This is an optimization exercise on Yosys and OpenROAD, whose aim is small area and a short achievable clock period, not a production implementation.
Where RTL was checked, it was by simulation tests only, not by an equivalence proof against the original.

## run 4
Design varcic_mc, start of the top module:
module varcic_mc #(
  parameter int STAGES    = 5,
  parameter int IN_WIDTH  = 18,
  parameter int OUT_WIDTH = 18,
  parameter int ACC_WIDTH = 48,
  parameter int CHANNELS  = 2
) (
  input  logic                          clock,
  input  logic                          reset,
  input  logic [5:0]                    decimation,
  input  logic [5:0]                    out_shift,
  input  logic                          in_strobe,
  input  logic [CHANNELS*IN_WIDTH-1:0]  in_data,
  output logic                          out_strobe,
  output logic [CHANNELS*OUT_WIDTH-1:0] out_data,
  output logic                          overflow
);
Size in the first run: about 6300 cells after synthesis.
Settings: LEC_CHECK=0, CAP_MARGIN=20, CORE_MARGIN=2, CORE_UTILIZATION=55, CTS_BUF_LIST=sky130_fd_sc_hd__clkbuf_8, SLEW_MARGIN=20, SYNTH_HIERARCHICAL=1, SYNTH_MINIMUM_KEEP_SIZE=0; clock period 16.0 ns.
standard.sh (not shown) runs the stock make flow with config.mk's settings and CLKGATE_MAP_FILE= SYNTH_SCRIPT=/design/flow/synth_recipe.tcl, a recipe that flattens the netlist after the stock synthesis.
==> flow/flow/run.sh <==
#!/bin/bash
set -euo pipefail
export SETUP_SLACK_MARGIN=11.3
export BUFFER_PORTS_ARGS="-buffer_cell sky130_fd_sc_hd__buf_4"
bash standard.sh > standard_flow.log 2>&1
The following lists how run 1 was set up differently from run 4:
diff --git a/flow/design.v b/flow/design.v
--- a/flow/design.v
+++ b/flow/design.v
@@ -62,49 +62,45 @@
   logic [7:0] lo, hi;
   always_comb begin
     for (int i = 0; i < 8; i++) begin
       lo[i] = (sh[2:0] == 3'(i));
       hi[i] = (sh[5:3] == 3'(i));
     end
     for (int j = 0; j < 29; j++) k[j] = hi[(j + 1) >> 3] & lo[(j + 1) & 7];
     k[29] = (|hi[7:4]) | (hi[3] & (lo[6] | lo[7]));
   end
 endmodule
 module varcic_out (
   input  logic [47:0] c,
-  input  logic [3:0]  oh_lo,
-  input  logic [7:0]  oh_hi,
+  input  logic [4:0]  s,
   input  logic [30:0] mask,
   output logic [17:0] val,
   output logic        hit
 );
-  logic [45:0] m;
-  logic [17:0] r;
+  logic [32:0] r1;
+  logic [24:0] r2;
+  logic [20:0] r3;
+  logic [18:0] r4;
+  logic [17:0] r5;
   logic        same;
   always_comb begin
-    for (int p = 0; p < 46; p++) begin
-      m[p] = 1'b0;
-      for (int u = 0; u < 4; u++) begin
-        if (p + u < 48) m[p] = m[p] | (c[p+u] & oh_lo[u]);
-      end
-    end
-    for (int i = 0; i < 18; i++) begin
-      r[i] = 1'b0;
-      for (int w = 0; w < 8; w++) begin
-        if (i + 4 * w < 46) r[i] = r[i] | (m[i+4*w] & oh_hi[w]);
-      end
-    end
+    for (int i = 0; i < 32; i++) r1[i] = s[4] ? c[i+16] : c[i];
+    r1[32] = ~s[4] & c[32];
+    for (int i = 0; i < 25; i++) r2[i] = s[3] ? r1[i+8] : r1[i];
+    for (int i = 0; i < 21; i++) r3[i] = s[2] ? r2[i+4] : r2[i];
+    for (int i = 0; i < 19; i++) r4[i] = s[1] ? r3[i+2] : r3[i];
+    for (int i = 0; i < 18; i++) r5[i] = s[0] ? r4[i+1] : r4[i];
     same = (&(c[47:17] | ~mask)) | (&(~c[47:17] | ~mask));
     hit  = ~same;
-    val  = same ? r : {c[47], {17{~c[47]}}};
+    val  = same ? r5 : {c[47], {17{~c[47]}}};
   end
 endmodule
 module varcic_mc #(
   parameter int STAGES    = 5,
   parameter int IN_WIDTH  = 18,
   parameter int OUT_WIDTH = 18,
   parameter int ACC_WIDTH = 48,
   parameter int CHANNELS  = 2
 ) (
   input  logic                          clock,
   input  logic                          reset,
   input  logic [5:0]                    decimation,
@@ -114,26 +110,24 @@
   output logic                          out_strobe,
   output logic [CHANNELS*OUT_WIDTH-1:0] out_data,
   output logic                          overflow
 );
   localparam int W = ACC_WIDTH;
   logic [5:0]   dec_eff;
   logic [5:0]   r_lat;
   logic         r_one;
   logic [5:0]   cnt;
   logic [5:0]   s_cur;
   logic [4:0]   s_lat;
   logic [30:0]  s_mask;
-  logic [3:0]   s_lo;
-  logic [7:0]   s_hi;
   logic         dec_change;
   logic         clr;
   logic         comb_strobe;
   logic [2:0]   flush_cnt;
   logic         flush_done;
   logic         out_en;
   logic [W-1:0]         c_rnd [CHANNELS];
   logic [OUT_WIDTH-1:0] sat_val [CHANNELS];
   logic [CHANNELS-1:0]  sat_hit;
   logic                          out_strobe_r;
   logic [CHANNELS*OUT_WIDTH-1:0] out_data_r;
   logic                          overflow_r;
@@ -141,32 +135,29 @@
   assign dec_change = (dec_eff != r_lat);
   assign clr        = reset | dec_change;
   assign s_cur      = (out_shift > 6'd30) ? 6'd30 : out_shift;
   assign flush_done = (flush_cnt == 3'd5);
   assign out_en     = comb_strobe & flush_done & ~clr;
   assign out_strobe = out_strobe_r;
   assign out_data   = out_data_r;
   assign overflow   = overflow_r;
   logic [29:0] k_rnd0, k_rnd1;
   varcic_kdec u_kdec0 (.sh(out_shift), .k(k_rnd0));
   varcic_kdec u_kdec1 (.sh(out_shift), .k(k_rnd1));
   always_comb begin
-    for (int u = 0; u < 4; u++) s_lo[u] = (s_lat[1:0] == 2'(u));
-    for (int w = 0; w < 8; w++) s_hi[w] = (s_lat[4:2] == 3'(w));
     s_mask = '0;
     for (int j = 0; j < 31; j++) s_mask[j] = (5'(j) >= s_lat);
   end
   for (genvar k = 0; k < CHANNELS; k++) begin : g_out
-    varcic_out u_out (.c(c_rnd[k]), .oh_lo(s_lo), .oh_hi(s_hi), .mask(s_mask), .val(sat_val[k]),
-                      .hit(sat_hit[k]));
+    varcic_out u_out (.c(c_rnd[k]), .s(s_lat), .mask(s_mask), .val(sat_val[k]), .hit(sat_hit[k]));
   end
   always_ff @(posedge clock) begin
     s_lat       <= s_cur[4:0];
     r_lat       <= dec_eff;
     r_one       <= (dec_eff == 6'd1);
     comb_strobe <= 1'b0;
     if (clr) begin
       cnt <= 6'd0;
     end else if (in_strobe) begin
       if (cnt == r_lat - 6'd1) begin
         cnt         <= 6'd0;
         comb_strobe <= 1'b1;
--- outcome ---
Every stage of the flow completed for run 1, and the final layout passed the timing, DRC and antenna checks.
Delta (run 1 minus run 4): global-route usage now sits lower.
Of run 1 and run 4, run 1 shows the lower synthesized instance count, with run 4 above it.
Number of distinct standard cells referenced by the synthesized netlist delta for run 1 relative to run 4: 13% higher
Summary of run 1 over run 4: detailed-routing wirelength on met1 went down by 2.2 mm; aggregate routed wire length went down by 2.4%; design area went down by about 0.34%; setup slack after layout went up by 0.023 ns.
For run 4, only the layout was checked, not whether the RTL still works.

==> static timing again, ports no longer ideal <==
Ports are ideal in the flow. The routed layouts listed here were re-timed in OpenROAD.
Step 1 assumes that a clkbuf_16 drives the clock port and a buf_2 every other input.
Step 2 times the ports against the registers' clock, not the clock port: input delays grow and output delays shrink by t, the midpoint of the rising clock arrivals with the driver on.
Slacks: ideal ports / drivers / drivers and shift; pairs: ideal ports / drivers.
| run | t, ns | setup WS [ns] | worst hold slack (ns) | latest minus earliest clock arrival (ns) | worst data-port slew with drivers (ns) |
|---|---|---|---|---|---|
| run 4 | 1.069 | 11.147 / 11.147 / 10.365 | 0.414 / 0.414 / 0.414 | 0.058 / 0.058 | 0.29 |
| run 1 | 1.050 | 11.170 / 11.155 / 10.373 | 0.418 / 0.418 / 0.418 | 0.067 / 0.067 | 0.13 |
After both steps setup and hold are still met in every run listed. For run 1, which loses most, drivers alone change the setup slack by -0.015 ns; drivers and shift together by -0.797 ns.
